Background: an optimization exercise with open tools, aiming at small area. Do not read the settings as production practice. The RTL was checked by simulation tests, not by an equivalence proof against the original design. No activity file was given, so power comes from the tool's default toggle rates.

==> flow/design.v <==
module am_sdr_1bit_rx #(
  parameter int PHASE_W   = 24,
  parameter int CIC_ORDER = 3,
  parameter int DEC_LOG2  = 8,
  parameter int OUT_W     = 8
) (
  input  logic               clk,
  input  logic               rst_n,
  input  logic               rf_in,
  input  logic [PHASE_W-1:0] tune_word,
  input  logic               tune_load,
  input  logic               pwm_en,
  output logic [OUT_W-1:0]   mag_out,
  output logic               mag_valid,
  output logic               pwm_out
);
  function automatic logic [26:0] rca(input logic [25:0] a, input logic [25:0] b,
                                      input logic ci);
    logic c;
    logic [26:0] r;
    c = ci;
    for (int i = 0; i < 26; i++) begin
      r[i] = a[i] ^ b[i] ^ c;
      c    = (a[i] & b[i]) | (a[i] & c) | (b[i] & c);
    end
    r[26] = c;
    rca = r;
  endfunction
  logic [11:0] ph_lo, ph_hi;         
  logic        ph_c;
  logic [PHASE_W-1:0] tune_reg;
  logic [7:0]  j;                    
  logic [8:0]  jn;                   
  logic [12:0] ph_lo_n;
  logic [1:0]  lo;                   
  logic        tick, ui, uq;
  assign ph_lo_n = 13'(rca(26'(ph_lo), 26'(tune_reg[11:0]), 1'b0));
  assign lo      = ph_hi[11:10] + 2'(ph_c & (&ph_hi[9:0]));
  assign tick    = (j == 8'd0);
  assign jn      = {1'b0, j} + 9'd1;
  assign ui      = ~(rf_in ^ lo[1]);
  assign uq      = ~(rf_in ^ lo[1] ^ lo[0]);
  always_ff @(posedge clk or negedge rst_n) begin
    if (!rst_n) begin
      ph_lo    <= '0;
      ph_hi    <= '0;
      ph_c     <= 1'b0;
      tune_reg <= '0;
      j        <= 8'd1;
      pwm_out  <= 1'b0;
    end else begin
      ph_lo   <= ph_lo_n[11:0];
      ph_c    <= ph_lo_n[12];
      ph_hi   <= 12'(rca(26'(ph_hi), 26'(tune_reg[23:12]), ph_c));
      if (tune_load) tune_reg <= tune_word;
      j       <= j + 8'd1;
      pwm_out <= pwm_en & (j != 8'd0) & ~(mag_out < j);
    end
  end
  logic [15:0] wc;
  logic [14:0] wa;
  logic [15:0] wb;
  logic [7:0]  wa_hi;
  logic [15:0] wb_half;
  always_ff @(posedge clk or negedge rst_n) begin
    if (!rst_n)
      wc <= 16'd3;
    else if (j == 8'd255)
      wc <= 16'd1;
    else
      wc <= 16'(rca(26'(wc), 26'(jn), 1'b1));
  end
  always_comb begin
    wa_hi   = 8'(rca(26'(wc[14:7]), 26'({~jn[6:0], 1'b1}), 1'b0));
    wa      = {wa_hi, wc[6:0]};
    wb_half = 16'(rca(26'({jn[8] ^ jn[7], ~jn[7], jn[6:0], 7'b1000000}), 26'(16'(~wc)), 1'b1));
    wb      = {wb_half[14:0], 1'b0};
  end
  logic [15:0] a_lo_i, a_lo_q, b_lo_i, b_lo_q, c_lo_i, c_lo_q;
  logic [8:0]  a_hi_i, a_hi_q;
  logic [7:0]  b_hi_i, b_hi_q;
  logic [5:0]  c_hi_i, c_hi_q;
  logic        a_c_i, a_c_q, b_c_i, b_c_q, c_c_i, c_c_q;
  logic [1:0]  n_dec;
  logic        lsb_a;
  assign lsb_a = ~n_dec[0];
  logic [16:0] na_i, na_q, nb_i, nb_q, nc_i, nc_q;
  logic first, c_clr;
  assign first = (j == 8'd1) & (n_dec == 2'd0);
  assign c_clr = tick | first;
  always_ff @(posedge clk) begin
    c_lo_i <= nc_i[15:0];  c_c_i <= nc_i[16];
    c_lo_q <= nc_q[15:0];  c_c_q <= nc_q[16];
    c_hi_i <= c_clr ? 6'd0 : 6'(rca(26'(c_hi_i), 26'd0, c_c_i));
    c_hi_q <= c_clr ? 6'd0 : 6'(rca(26'(c_hi_q), 26'd0, c_c_q));
  end
  always_comb begin
    na_i = 17'(rca(26'(tick ? b_lo_i : a_lo_i), 26'(wa & {15{ui}}), 1'b0));
    na_q = 17'(rca(26'(tick ? b_lo_q : a_lo_q), 26'(wa & {15{uq}}), 1'b0));
    nb_i = 17'(rca(26'(tick ? c_lo_i : b_lo_i), 26'(wb & {16{ui}}), 1'b0));
    nb_q = 17'(rca(26'(tick ? c_lo_q : b_lo_q), 26'(wb & {16{uq}}), 1'b0));
    nc_i = 17'(rca(26'(c_clr ? 16'd0 : c_lo_i), 26'(wc & {16{ui}}), 1'b0));
    nc_q = 17'(rca(26'(c_clr ? 16'd0 : c_lo_q), 26'(wc & {16{uq}}), 1'b0));
  end
  always_ff @(posedge clk or negedge rst_n) begin
    if (!rst_n) begin
      a_lo_i <= 16'h29c0; a_lo_q <= 16'h29c0; a_hi_i <= 9'h06b; a_hi_q <= 9'h06b;
      b_lo_i <= 16'hd63f; b_lo_q <= 16'hd63f; b_hi_i <= 8'h15;  b_hi_q <= 8'h15;
      a_c_i <= 1'b0; a_c_q <= 1'b0; b_c_i <= 1'b0; b_c_q <= 1'b0;
      n_dec  <= 2'd0;
    end else begin
      a_lo_i <= na_i[15:0];  a_c_i <= na_i[16];
      a_lo_q <= na_q[15:0];  a_c_q <= na_q[16];
      b_lo_i <= nb_i[15:0];  b_c_i <= nb_i[16];
      b_lo_q <= nb_q[15:0];  b_c_q <= nb_q[16];
      a_hi_i <= 9'(rca(26'(tick ? {1'b0, b_hi_i} : a_hi_i), 26'd0, tick ? b_c_i : a_c_i));
      a_hi_q <= 9'(rca(26'(tick ? {1'b0, b_hi_q} : a_hi_q), 26'd0, tick ? b_c_q : a_c_q));
      b_hi_i <= 8'(rca(26'(tick ? {2'b0, c_hi_i} : b_hi_i), 26'd0, tick ? c_c_i : b_c_i));
      b_hi_q <= 8'(rca(26'(tick ? {2'b0, c_hi_q} : b_hi_q), 26'd0, tick ? c_c_q : b_c_q));
      if (tick && n_dec != 2'd3) n_dec <= n_dec + 2'd1;
    end
  end
  logic [24:0] acc_ai, acc_aq;
  logic        neg_i, neg_q;
  logic [29:0] s_i, s_q;
  assign acc_ai = {a_hi_i, a_lo_i};
  assign acc_aq = {a_hi_q, a_lo_q};
  assign neg_i  = ~acc_ai[24] & ~acc_ai[23];
  assign neg_q  = ~acc_aq[24] & ~acc_aq[23];
  assign s_i    = {{5{neg_i}}, acc_ai[24] | ~acc_ai[23], acc_ai[22:0], lsb_a};
  assign s_q    = {{5{neg_q}}, acc_aq[24] | ~acc_aq[23], acc_aq[22:0], lsb_a};
  logic       d0;
  logic [8:0] t_i, t_q;
  assign d0 = (j[1:0] == 2'd2);
  always_comb begin
    case (j[1:0])
      2'd2:    begin t_i = s_i[8:0];   t_q = s_q[8:0];   end
      2'd3:    begin t_i = s_i[17:9];  t_q = s_q[17:9];  end
      default: begin t_i = s_i[26:18]; t_q = s_q[26:18]; end
    endcase
  end
  logic        cab_i, cab_q, c1, c2, cge, mp_i, mp_q;      
  logic [7:0]  mag_pend;
  logic [8:0]  m_i, m_q, hm_i, hm_q, nq;
  logic        pi_, pq_;
  logic [9:0]  inc_i, inc_q, sum1, sum2, cmp;
  always_comb begin
    inc_i = 10'(rca(26'(t_i ^ {9{neg_i}}), 26'd0, d0 ? neg_i : cab_i));
    inc_q = 10'(rca(26'(t_q ^ {9{neg_q}}), 26'd0, d0 ? neg_q : cab_q));
    m_i   = inc_i[8:0];
    m_q   = inc_q[8:0];
    pi_   = d0 ? 1'b0 : mp_i;
    pq_   = d0 ? 1'b0 : mp_q;
    hm_i  = {m_i[8:1], m_i[0] & ~d0};
    hm_q  = {m_q[8:1], m_q[0] & ~d0};
    sum1  = 10'(rca(26'({m_i[7:0], pi_}), 26'(hm_q), d0 ? 1'b0 : c1));    
    sum2  = 10'(rca(26'({m_q[7:0], pq_}), 26'(hm_i), d0 ? 1'b0 : c2));    
    nq    = ~m_q;
    cmp   = 10'(rca(26'(m_i), 26'(nq), d0 ? 1'b1 : cge));                 
  end
  always_ff @(posedge clk) begin
    cab_i <= inc_i[9];
    cab_q <= inc_q[9];
    mp_i  <= m_i[8];
    mp_q  <= m_q[8];
    c1    <= sum1[9];
    c2    <= sum2[9];
    cge   <= cmp[9];
    if (tick) mag_pend <= cmp[9] ? sum1[7:0] : sum2[7:0];
  end
  logic seen;                        
  assign seen = (n_dec != 2'd0);
  always_ff @(posedge clk or negedge rst_n) begin
    if (!rst_n) begin
      mag_out   <= '0;
      mag_valid <= 1'b0;
    end else begin
      mag_valid <= seen & (j == 8'd4);
      if (seen & (j == 8'd4)) mag_out <= mag_pend;
    end
  end
endmodule
clock: 8.0 ns
lec_check: 0
abc_area: 1
cap_margin: 0
core_margin: 2
core_utilization: 70
slew_margin: 20
standard.sh (not shown) runs the stock make flow with config.mk's settings and CLKGATE_MAP_FILE= SYNTH_SCRIPT=/design/flow/synth_recipe.tcl, a recipe that flattens the netlist after the stock synthesis.
==> flow/flow/run.sh <==
#!/bin/bash
# The standard layout (standard.sh: the standard flow's synthesis and ORFS flow), with two changes:
# clock tree synthesis without dummy loads, and the smallest buffer on each port.
# make's output goes to flow_make.log; each ORFS step keeps its own log under orfs/logs/.
set -euo pipefail
bash standard.sh \
  "CTS_ARGS=-sink_clustering_enable -repair_clock_nets -sink_clustering_size 30 -sink_clustering_max_diameter 50 -buf_list {sky130_fd_sc_hd__clkbuf_8 sky130_fd_sc_hd__clkbuf_16} -dont_use_dummy_load" \
  "BUFFER_PORTS_ARGS=-buffer_cell sky130_fd_sc_hd__buf_1" \
  finish > flow_make.log 2>&1
The first run passed the timing, DRC and antenna checks.
Next try:
--- a/flow/flow/run.sh
+++ b/flow/flow/run.sh
@@ -5,5 +5,5 @@
 set -euo pipefail
 bash standard.sh \
-  "CTS_ARGS=-sink_clustering_enable -repair_clock_nets -sink_clustering_size 30 -sink_clustering_max_diameter 50 -buf_list {sky130_fd_sc_hd__clkbuf_8 sky130_fd_sc_hd__clkbuf_16} -dont_use_dummy_load" \
+  "CTS_ARGS=-sink_clustering_enable -repair_clock_nets -sink_clustering_size 45 -sink_clustering_max_diameter 70 -buf_list sky130_fd_sc_hd__clkbuf_16 -dont_use_dummy_load" \
   "BUFFER_PORTS_ARGS=-buffer_cell sky130_fd_sc_hd__buf_1" \
   finish > flow_make.log 2>&1
Global-route usage fell by 0.71 points.
Wire length fell by 3.1%.
Setup slack is worse by 0.028 ns.
Combinational power barely changes.
Total power fell by 6.1%.
Via count fell by 1.2%.
Design area fell by about 1.8%.
Sequential share of layout area rose by 0.73 points.

## port drivers added, routing unchanged
Ports are ideal in the flow. The routed layouts listed here were re-timed in OpenROAD. Step 1: set_driving_cell puts a clkbuf_16 on clk and a buf_2 on each other input, an assumption about the parent block. Step 2 times the ports against the registers' clock, not the clock port: input delays grow and output delays shrink by t, the midpoint of the rising clock arrivals with the driver on. a / b / c = ideal / step 1 / step 2; a / b = the first two.
run	t, ns	setup slack, ns	worst setup path at the end
the first run	0.562	0.420 / 0.439 / -0.124	input to register
the second run	0.522	0.392 / 0.414 / -0.109	input to register
With both steps, setup timing fails in the first run and the second run, where it was met with ideal ports. The setup slack of the first run, which loses most, moves by +0.019 ns with the drivers and by -0.544 ns with both steps.
